Background: an optimization exercise with open tools, aiming at small area, a short achievable clock period and few clock cycles. Do not read the settings as production practice. Function was checked by simulation only, so behaviour that the tests miss may differ from the original.

### flow/config.mk
export PLATFORM = sky130hd
export DESIGN_NAME = grid_astar_path_search_core
export DESIGN_NICKNAME = grid_astar_path_search_core
export VERILOG_FILES = /design/flow/design.v
export SDC_FILE = /design/flow/constraint.sdc
export NUM_CORES = 4
export LEC_CHECK = 0
export CAP_MARGIN = 20
export CORE_MARGIN = 2
export CORE_UTILIZATION = 40
export SLEW_MARGIN = 20
### flow/constraint.sdc
create_clock -name core_clock -period 6.5 [get_ports {clk}]
set_input_delay 1.3000 -clock core_clock [delete_from_list [all_inputs] [get_ports {clk}]]
set_output_delay 1.3000 -clock core_clock [all_outputs]
set_load 0.01 [all_outputs]
### flow/design.v
package gaps_pkg;
  localparam logic [23:0] STEP_DX = {3'd1, 3'd7, 3'd7, 3'd1, 3'd0, 3'd7, 3'd0, 3'd1};
  localparam logic [23:0] STEP_DY = {3'd1, 3'd7, 3'd1, 3'd7, 3'd7, 3'd0, 3'd1, 3'd0};
endpackage
module gaps_olist #(
  parameter int N = 52
) (
  input  logic        clk,
  input  logic        init,
  input  logic [5:0]  init_cell,
  input  logic        ins,
  input  logic [14:0] x_f,
  input  logic [5:0]  x_cell,
  input  logic        pop,
  output logic        top_v,
  output logic [14:0] top_f,
  output logic [5:0]  top_cell
);
  logic [N-1:0] v_r;
  logic [14:0]  f_r    [N];
  logic [5:0]   cell_r [N];
  logic [N-1:0] le;
  logic [N-1:0] le_prev;    
  always_comb begin
    for (int i = 0; i < N; i++) begin
      le[i] = v_r[i] && (f_r[i] <= x_f);
    end
    le_prev = {le[N-2:0], 1'b1};
  end
  always_ff @(posedge clk) begin
    if (init) begin
      v_r       <= '0;
      v_r[0]    <= 1'b1;
      f_r[0]    <= '0;
      cell_r[0] <= init_cell;
    end else if (pop) begin
      for (int i = 0; i < N; i++) begin
        if (i == N - 1) begin
          v_r[i] <= 1'b0;
        end else begin
          v_r[i]    <= v_r[i+1];
          f_r[i]    <= f_r[i+1];
          cell_r[i] <= cell_r[i+1];
        end
      end
    end else if (ins) begin
      for (int i = 0; i < N; i++) begin
        if (!le[i]) begin
          if (le_prev[i]) begin
            v_r[i]    <= 1'b1;
            f_r[i]    <= x_f;
            cell_r[i] <= x_cell;
          end else begin
            v_r[i]    <= v_r[i-1];
            f_r[i]    <= f_r[i-1];
            cell_r[i] <= cell_r[i-1];
          end
        end
      end
    end
  end
  assign top_v    = v_r[0];
  assign top_f    = f_r[0];
  assign top_cell = cell_r[0];
endmodule
module gaps_sqrt (
  input  logic [2:0]  dx,
  input  logic [2:0]  dy,
  output logic [11:0] h
);
  always_comb begin
    case ({dy, dx})
      6'd0: h = 12'd0;
      6'd1: h = 12'd256;
      6'd2: h = 12'd512;
      6'd3: h = 12'd768;
      6'd4: h = 12'd1024;
      6'd5: h = 12'd1280;
      6'd6: h = 12'd1536;
      6'd7: h = 12'd1792;
      6'd8: h = 12'd256;
      6'd9: h = 12'd362;
      6'd10: h = 12'd572;
      6'd11: h = 12'd809;
      6'd12: h = 12'd1055;
      6'd13: h = 12'd1305;
      6'd14: h = 12'd1557;
      6'd15: h = 12'd1810;
      6'd16: h = 12'd512;
      6'd17: h = 12'd572;
      6'd18: h = 12'd724;
      6'd19: h = 12'd923;
      6'd20: h = 12'd1144;
      6'd21: h = 12'd1378;
      6'd22: h = 12'd1619;
      6'd23: h = 12'd1863;
      6'd24: h = 12'd768;
      6'd25: h = 12'd809;
      6'd26: h = 12'd923;
      6'd27: h = 12'd1086;
      6'd28: h = 12'd1280;
      6'd29: h = 12'd1492;
      6'd30: h = 12'd1717;
      6'd31: h = 12'd1949;
      6'd32: h = 12'd1024;
      6'd33: h = 12'd1055;
      6'd34: h = 12'd1144;
      6'd35: h = 12'd1280;
      6'd36: h = 12'd1448;
      6'd37: h = 12'd1639;
      6'd38: h = 12'd1846;
      6'd39: h = 12'd2063;
      6'd40: h = 12'd1280;
      6'd41: h = 12'd1305;
      6'd42: h = 12'd1378;
      6'd43: h = 12'd1492;
      6'd44: h = 12'd1639;
      6'd45: h = 12'd1810;
      6'd46: h = 12'd1999;
      6'd47: h = 12'd2202;
      6'd48: h = 12'd1536;
      6'd49: h = 12'd1557;
      6'd50: h = 12'd1619;
      6'd51: h = 12'd1717;
      6'd52: h = 12'd1846;
      6'd53: h = 12'd1999;
      6'd54: h = 12'd2172;
      6'd55: h = 12'd2360;
      6'd56: h = 12'd1792;
      6'd57: h = 12'd1810;
      6'd58: h = 12'd1863;
      6'd59: h = 12'd1949;
      6'd60: h = 12'd2063;
      6'd61: h = 12'd2202;
      6'd62: h = 12'd2360;
      6'd63: h = 12'd2534;
      default: h = 12'd0;
    endcase
  end
endmodule
module grid_astar_path_search_core (
  input  logic       clk,
  input  logic       rst_n,
  input  logic       in_valid,
  output logic       in_ready,
  input  logic       in_op,
  input  logic [2:0] in_cell_x,
  input  logic [2:0] in_cell_y,
  input  logic [1:0] in_cell_value,
  input  logic [2:0] in_start_x,
  input  logic [2:0] in_start_y,
  input  logic [2:0] in_goal_x,
  input  logic [2:0] in_goal_y,
  input  logic       out_ready,
  output logic       out_valid,
  output logic [2:0] out_path_x,
  output logic [2:0] out_path_y,
  output logic       out_found,
  output logic       out_last
);
  localparam logic [2:0] S_IDLE = 3'd0;
  localparam logic [2:0] S_POP  = 3'd1;
  localparam logic [2:0] S_EXP  = 3'd2;
  localparam logic [2:0] S_BT   = 3'd3;
  localparam logic [2:0] S_FW   = 3'd4;
  logic [2:0]  st_r;
  logic [63:0] walk_r;             
  logic [63:0] wall_r;             
  logic [63:0] seen_r;             
  logic [2:0]  par_r [64];         
  logic [2:0]  sx_r, sy_r, gx_r, gy_r;
  logic [5:0]  start_cell, goal_cell;
  logic [5:0]  cur_r;
  logic [6:0]  g1_r;               
  logic        first_r;            
  logic [7:0]  mask_r;             
  logic        xv_r;               
  logic [14:0] xf_r;
  logic [5:0]  xcell_r;
  logic [2:0]  xdir_r;
  logic [5:0]  wc_r;
  logic [2:0]  bd_r;
  logic        ov_r;
  logic [2:0]  ox_r, oy_r;
  logic        of_r, ol_r;
  logic        out_free;
  logic        ol_init, ol_ins, ol_pop;
  logic        top_v;
  logic [14:0] top_f;
  logic [5:0]  top_cell;
  assign start_cell = {sy_r, sx_r};
  assign goal_cell  = {gy_r, gx_r};
  assign out_free   = !ov_r || out_ready;
  logic [63:0] free_c;
  logic [7:0]  nb_mask;
  assign free_c = walk_r & ~seen_r;
  always_comb begin
    logic [3:0] nx, ny;
    for (int d = 0; d < 8; d++) begin
      nx = {1'b0, top_cell[2:0]} + {gaps_pkg::STEP_DX[3*d+2], gaps_pkg::STEP_DX[3*d +: 3]};
      ny = {1'b0, top_cell[5:3]} + {gaps_pkg::STEP_DY[3*d+2], gaps_pkg::STEP_DY[3*d +: 3]};
      nb_mask[d] = !nx[3] && !ny[3] && free_c[{ny[2:0], nx[2:0]}];
    end
  end
  logic [2:0]  nd;
  always_comb begin
    nd = 3'd0;
    for (int d = 7; d >= 0; d--) begin
      if (mask_r[d]) nd = 3'(d);
    end
  end
  logic [2:0] cx, cy;
  logic [5:0] child;
  assign cx    = cur_r[2:0] + gaps_pkg::STEP_DX[3*nd +: 3];
  assign cy    = cur_r[5:3] + gaps_pkg::STEP_DY[3*nd +: 3];
  assign child = {cy, cx};
  logic [5:0]  hc;
  logic [2:0]  hdx, hdy;
  logic [11:0] h;
  assign hc  = (st_r == S_POP) ? top_cell : child;
  assign hdx = (hc[2:0] >= gx_r) ? (hc[2:0] - gx_r) : (gx_r - hc[2:0]);
  assign hdy = (hc[5:3] >= gy_r) ? (hc[5:3] - gy_r) : (gy_r - hc[5:3]);
  gaps_sqrt u_h (
    .dx (hdx),
    .dy (hdy),
    .h  (h)
  );
  logic [2:0] bpx, bpy;
  logic [5:0] bp;                  
  logic [2:0] fnx, fny;
  logic [5:0] fn;                  
  logic [5:0] pr_addr;
  logic [2:0] pr;
  assign bpx     = wc_r[2:0] - gaps_pkg::STEP_DX[3*bd_r +: 3];
  assign bpy     = wc_r[5:3] - gaps_pkg::STEP_DY[3*bd_r +: 3];
  assign bp      = {bpy, bpx};
  assign pr_addr = (st_r == S_POP) ? top_cell : (st_r == S_BT) ? bp : wc_r;
  assign pr      = par_r[pr_addr];
  assign fnx     = wc_r[2:0] + gaps_pkg::STEP_DX[3*pr +: 3];
  assign fny     = wc_r[5:3] + gaps_pkg::STEP_DY[3*pr +: 3];
  assign fn      = {fny, fnx};
  logic goal_wall, at_goal;
  assign goal_wall = wall_r[goal_cell];
  assign at_goal   = (top_cell == goal_cell);
  assign in_ready = (st_r == S_IDLE);
  assign ol_init  = (st_r == S_IDLE) && in_valid && in_op;
  assign ol_pop   = (st_r == S_POP) && !goal_wall && top_v && !at_goal;
  assign ol_ins   = (st_r == S_EXP) && xv_r;
  gaps_olist #(.N(52)) u_open (
    .clk       (clk),
    .init      (ol_init),
    .init_cell ({in_start_y, in_start_x}),
    .ins       (ol_ins),
    .x_f       (xf_r),
    .x_cell    (xcell_r),
    .pop       (ol_pop),
    .top_v     (top_v),
    .top_f     (top_f),
    .top_cell  (top_cell)
  );
  always_ff @(posedge clk) begin
    if (!rst_n) begin
      st_r   <= S_IDLE;
      walk_r <= '1;
      wall_r <= '0;
      ov_r   <= 1'b0;
    end else begin
      if (out_ready) ov_r <= 1'b0;
      case (st_r)
        S_IDLE: begin
          if (in_valid) begin
            if (!in_op) begin
              walk_r[{in_cell_y, in_cell_x}] <= (in_cell_value == 2'd0);
              wall_r[{in_cell_y, in_cell_x}] <= (in_cell_value == 2'd1);
            end else begin
              st_r <= S_POP;
            end
          end
        end
        S_POP: begin
          if (goal_wall || !top_v) begin
            if (out_free) begin
              ov_r <= 1'b1;
              st_r <= S_IDLE;
            end
          end else if (at_goal) begin
            if (out_free) begin
              ov_r <= 1'b1;
              st_r <= (top_f[14:8] == 7'd0) ? S_IDLE : S_BT;
            end
          end else if (nb_mask != 8'd0) begin
            st_r <= S_EXP;
          end
        end
        S_EXP: begin
          if (mask_r == 8'd0) st_r <= S_POP;
        end
        S_BT: begin
          if (bp == start_cell) st_r <= S_FW;
        end
        S_FW: begin
          if (out_free) begin
            ov_r <= 1'b1;
            if (fn == goal_cell) st_r <= S_IDLE;
          end
        end
        default: st_r <= S_IDLE;
      endcase
    end
  end
  always_ff @(posedge clk) begin
    case (st_r)
      S_IDLE: begin
        if (in_valid && in_op) begin
          sx_r   <= in_start_x;
          sy_r   <= in_start_y;
          gx_r   <= in_goal_x;
          gy_r   <= in_goal_y;
          seen_r <= 64'd1 << {in_start_y, in_start_x};
          first_r <= 1'b1;
        end
      end
      S_POP: begin
        cur_r  <= top_cell;
        g1_r   <= first_r ? 7'd1 : top_f[14:8] - {3'd0, h[11:8]} + 7'd1;
        first_r <= 1'b0;
        mask_r <= nb_mask;
        xv_r   <= 1'b0;
        wc_r   <= top_cell;
        bd_r   <= pr;
        if (out_free) begin
          ox_r <= sx_r;
          oy_r <= sy_r;
          of_r <= !(goal_wall || !top_v);
          ol_r <= (goal_wall || !top_v) || (top_f[14:8] == 7'd0);
        end
      end
      S_EXP: begin
        if (xv_r) begin
          seen_r[xcell_r] <= 1'b1;
          par_r[xcell_r]  <= xdir_r;
        end
        xv_r <= (mask_r != 8'd0);
        if (mask_r != 8'd0) begin
          xf_r         <= {g1_r + {3'd0, h[11:8]}, h[7:0]};
          xcell_r      <= child;
          xdir_r       <= nd;
          mask_r[nd]   <= 1'b0;
        end
      end
      S_BT: begin
        par_r[bp] <= bd_r;
        bd_r      <= pr;
        wc_r      <= bp;
      end
      S_FW: begin
        if (out_free) begin
          wc_r <= fn;
          ox_r <= fn[2:0];
          oy_r <= fn[5:3];
          of_r <= 1'b1;
          ol_r <= (fn == goal_cell);
        end
      end
      default: ;
    endcase
  end
  assign out_valid  = ov_r;
  assign out_path_x = ox_r;
  assign out_path_y = oy_r;
  assign out_found  = of_r;
  assign out_last   = ol_r;
endmodule
### flow/run.sh
#!/bin/bash
# synth_recipe.tcl (not shown) runs the flow's synth.tcl, then flattens the netlist and writes it again
# the make line also repeats each setting of config.mk as NAME=value (left out here)
make -C /OpenROAD-flow-scripts/flow DESIGN_CONFIG=/design/flow/config.mk WORK_HOME=/design/flow/orfs CLKGATE_MAP_FILE= SYNTH_SCRIPT=/design/flow/synth_recipe.tcl finish
==> reports/results.ini <==
[run_status]
status = timing/DRC/antenna clean

[worst_setup_path]
cp-end-kind = register
slowest_stage = fa_1
worst_ep_required_time_ns = 7.12
cpPeakStageDelay_ns = 0.53
rrSetupSlack_ns = 0.31
crit_buf_inv = 2
arrival_ns = 6.81
rr_startpoint = bd_r[0]
rr_worst_depth = 22
crit_path_start_kind = register
r2r_end = ol_r
cp_num_cells = 22
cp_max_fo = 12
endpoint = ol_r
crit_chain = inv_1 -> ha_1 -> or3_1 -> ha_2 -> fa_1 -> nand2b_1 -> o211a_2 -> or2_1 -> buf_4 -> a21oi_1 -> a22oi_1 -> a211oi_1 -> a22oi_1 -> o211ai_1 -> ha_1 -> or3b_1 -> nand2_1 -> fa_1 -> xnor2_1 -> nor4_1 -> o21ai_1 -> o31ai_1
path_delay_family = adder cells
startpoint = bd_r[0]
critPathKind = reg -> reg

[die]
row_count = 183
start_util = 0.402
chipHeight_microns = 504
die_w_microns = 504
die_area_sq_um = 254000
coreArea_sq_um = 248000
ios = 35

[placed_design]
port_buffers = 34
dp_hpwl_microns = 229000
post-place-ws_ns = 0.0907
place_congestion = 0.918

[global_route]
grt_usage = 0.255
grt-ovfl-total = 0
grt-busiest-layer = met2
grt_pass1_wl_microns = 499000
grt_max_degree = 265
antenna_found_initial = 3
use_met1 = 0.316
met2_usage = 0.433
met3_usage = 0.0384
grt_pass1_vias = 80200

[synthesis]
synth_edf_count = 1409
syn_area_per_cell_sq_um = 10.3
synth-compound-area-share = 0.154
yosysSeqAreaShare = 0.463
synth_flop_cell = edfxtp_1
synthSimpleGateAreaFrac = 0.113
netlist_area_sq_um = 99900
synth_nets = 10500
async_flop_share = 0
synth_top_family_by_area = compound AO/OA/AOI/OAI gates
synth_seq_cells = 1608
synthAdderAreaFrac = 0.107
synth_mux_area_frac = 0.124
synth.distinct_cells = 91
yosysWarnings = 6
syn_inst = 9658
synth_xor_area_frac = 0.00581

[sta]
rsz0062_at_grt = yes
period_needed_ns = 6.19
slew_headroom = 0.215
fmax_mhz = 162
timing.final.max_slew_violations = 0
fin_ws_ns = 0.310
tightest_slew_ns = 1.17
report.final.setup_viol = 0
hold_violations = 0
skew_ns = 0.0681
fin_crit_sh = 0.952

[clock_tree]
root_buffer = clkbuf_16
numCtsBuffers = 181
worstSkewPairLatency_ns = 0.87
clockBufferDepth = 3
htreeDepth = 4
cts_num_sinks = 1608
cts_tree = built
path_clk_slew_ns = 0.06

[cells_and_area]
fin_util = 0.446
nNetsFinal = 10400
syn2layout_area_growth_pct = 10.9
drive_gt1_frac = 0.0816
fillerInstances = 23300

[detailed_routing]
vias_per_cell = 6.12
dr.pass1.iters = 7
drc = 0
ant_nets = 0
routed_wl_microns = 337000
routed-via-count = 79300
wl_per_cell_microns = 26.0
drt_iter0_drc = 7712

[min_path]
min_path_type = reg -> reg

[flow_run]
max_cap_violations = 0

layer usage:
metal  part of all wire  up-vias
li1                   -    35800
met1               0.40    39300
met2               0.48     3180
met3              0.064      995
met4              0.052        0
met5                  0        -
kinds of logic (layout without fill, tap and decap cells):
kind of cell,count (synthesis),in the layout
AO/OA/AOI/OAI,2647,2647
XOR/XNOR,63,63
adder cells (fa/ha/maj),851,851
buffers and inverters,809,783
flip-flops,1608,1608
multiplexers,1153,1153
other,0,3
AND/OR/NAND/NOR,2527,2527
cell usage after synthesis, types with 52 or more instances:
cell type  number  area, sq um
o21ai_0      1438         7200
nand2_1      1418         5320
edfxtp_1     1409        42300
mux2i_1      1057        10600
ha_1          839        10500
clkbuf_1      503         1890
a21oi_1       334         1670
nor2_1        310         1160
dfxtp_1       199         3980
a21o_1        191         1430
o21a_1        184         1380
nand3_1       177          886
nand4_1       159          995
inv_1         144          541
buf_2         133          666
nand2b_1      103          644
a31oi_1        97          607
nor2b_1        81          507
nor3_1         73          365
o22ai_1        68          425
o211ai_1       63          473
mux4_2         62         1400
a211oi_1       52          390
how the worst min path moves through the flow:
stage                             to  depth (start not counted)           startpoint
after floorplan             cur_r[2]                          0  u_open.cell_r[0][2]
final                     wall_r[40]                          2           wall_r[40]
after CTS                 wall_r[40]                          2           wall_r[40]
after detailed placement   wall_r[8]                          2            wall_r[8]
after global placement    wall_r[40]                          2           wall_r[40]
after global routing      wall_r[41]                          2           wall_r[41]
per-stage QoR:
| step | area [sq um] | hold WS, ns | std cells | setup TNS [ns] |
|---|---|---|---|---|
| 6_report | 111000 | 0.470 | 13000 | 0 |
| 5_1_grt | 111000 | 0.496 | 13000 | -0.0638 |
| 4_1_cts | 111000 | 0.468 | 13000 | 0 |
| 3_5_place_dp | 105000 | 0.458 | 12600 | 0 |
| 3_3_place_gp | 105000 | 0.447 | 12600 | 0 |
| 2_1_floorplan | 99900 | 0.421 | 9658 | 0 |
placed cells by master, fill, tap and decap left out, types with 31 or more instances in the layout:
master | netlist | final
nand2_1 | 1418 | 1411
edfxtp_1 | 1409 | 1409
o21ai_0 | 1438 | 1406
mux2i_1 | 1057 | 1055
ha_1 | 839 | 837
a21oi_1 | 334 | 328
nor2_1 | 310 | 306
buf_4 | 3 | 242
dfxtp_1 | 199 | 199
a21o_1 | 191 | 190
o21a_1 | 184 | 184
clkbuf_16 | 0 | 182
nand3_1 | 177 | 175
nand4_1 | 159 | 159
inv_1 | 144 | 128
nand2b_1 | 103 | 103
nor2b_1 | 81 | 81
a31oi_1 | 97 | 72
nor3_1 | 73 | 68
o22ai_1 | 68 | 68
o211ai_1 | 63 | 63
mux4_2 | 62 | 62
a211oi_1 | 52 | 52
clkbuf_1 | 503 | 50
and3_1 | 43 | 42
clkinv_2 | 0 | 42
nor4_1 | 39 | 38
and2_1 | 36 | 36
xnor2_1 | 36 | 34
nor3b_1 | 33 | 33
clkdlybuf4s50_1 | 0 | 33
o21ai_2 | 0 | 32
mux2_2 | 31 | 31
flip-flops by register name, indices dropped and copies added, names as in the netlist, 6 cells and up:
name	cells
u_open.f_r	780
u_open.cell_r	312
par_r	192
seen_r	64
walk_r	64
wall_r	64
u_open.v_r	52
xf_r	15
mask_r	8
g1_r	7
cur_r	6
wc_r	6
xcell_r	6
layout make-up:
class                   count  area (sq um)  share of cell area
well taps                3330          4170              0.0376
clock buffers             247          4910              0.0443
multi-input cells        7241         51300               0.463
repair buffers            294          2490              0.0225
diodes                      3          7.51           0.0000678
inverters                 152           588             0.00531
flip-flops and latches   1608         46300               0.418
clock inverters            90          1030             0.00932
worst reg2reg max path, stage by stage (launching register included):
cell	delay [ns]
edfxtp_1	0.38
inv_1	0.11
ha_1	0.27
or3_1	0.40
ha_2	0.19
fa_1	0.53
nand2b_1	0.11
o211a_2	0.23
or2_1	0.31
buf_4	0.26
a21oi_1	0.06
a22oi_1	0.20
a211oi_1	0.12
a22oi_1	0.25
o211ai_1	0.26
ha_1	0.37
or3b_1	0.41
nand2_1	0.16
fa_1	0.49
xnor2_1	0.16
nor4_1	0.29
o21ai_1	0.15
o31ai_1	0.27
what timing repair did:
| action | 4_1_cts | 5_1_grt |
|---|---|---|
| endpoints found under the setup margin | 0 | 11 |
| setup buffers | 0 | 5 |
| hold endpoints to repair | 0 | 0 |
| hold buffers | 0 | 0 |
| gates resized for setup | 0 | 25 |
Testbench counts, summed over its fixed seeds: cycles 25,372.

-- afterwards: timing with drivers on the ports --
Ports are ideal in the flow. The routed layout listed here was re-timed in OpenROAD.
Step 1: set_driving_cell puts a clkbuf_16 on clk and a buf_2 on each other input, an assumption about the parent block.
Step 2 adds t to the input delays and takes it off the output delays; t is the mean of the earliest and latest rising clock arrival at the registers after step 1. Input paths then give back, and output paths get back, about the clock's delay inside the block.
Slacks: ideal / step 1 / step 2; pairs: ideal / step 1.
shift t [ns]: 0.923
setup WS [ns]: 0.310 / 0.310 / 0.310
slew at the worst register clock pin (ns): 0.07 / 0.07
After both steps this run still meets setup and hold. The setup slack of this run moves by 0.000 ns with the drivers and by 0.000 ns with both steps.
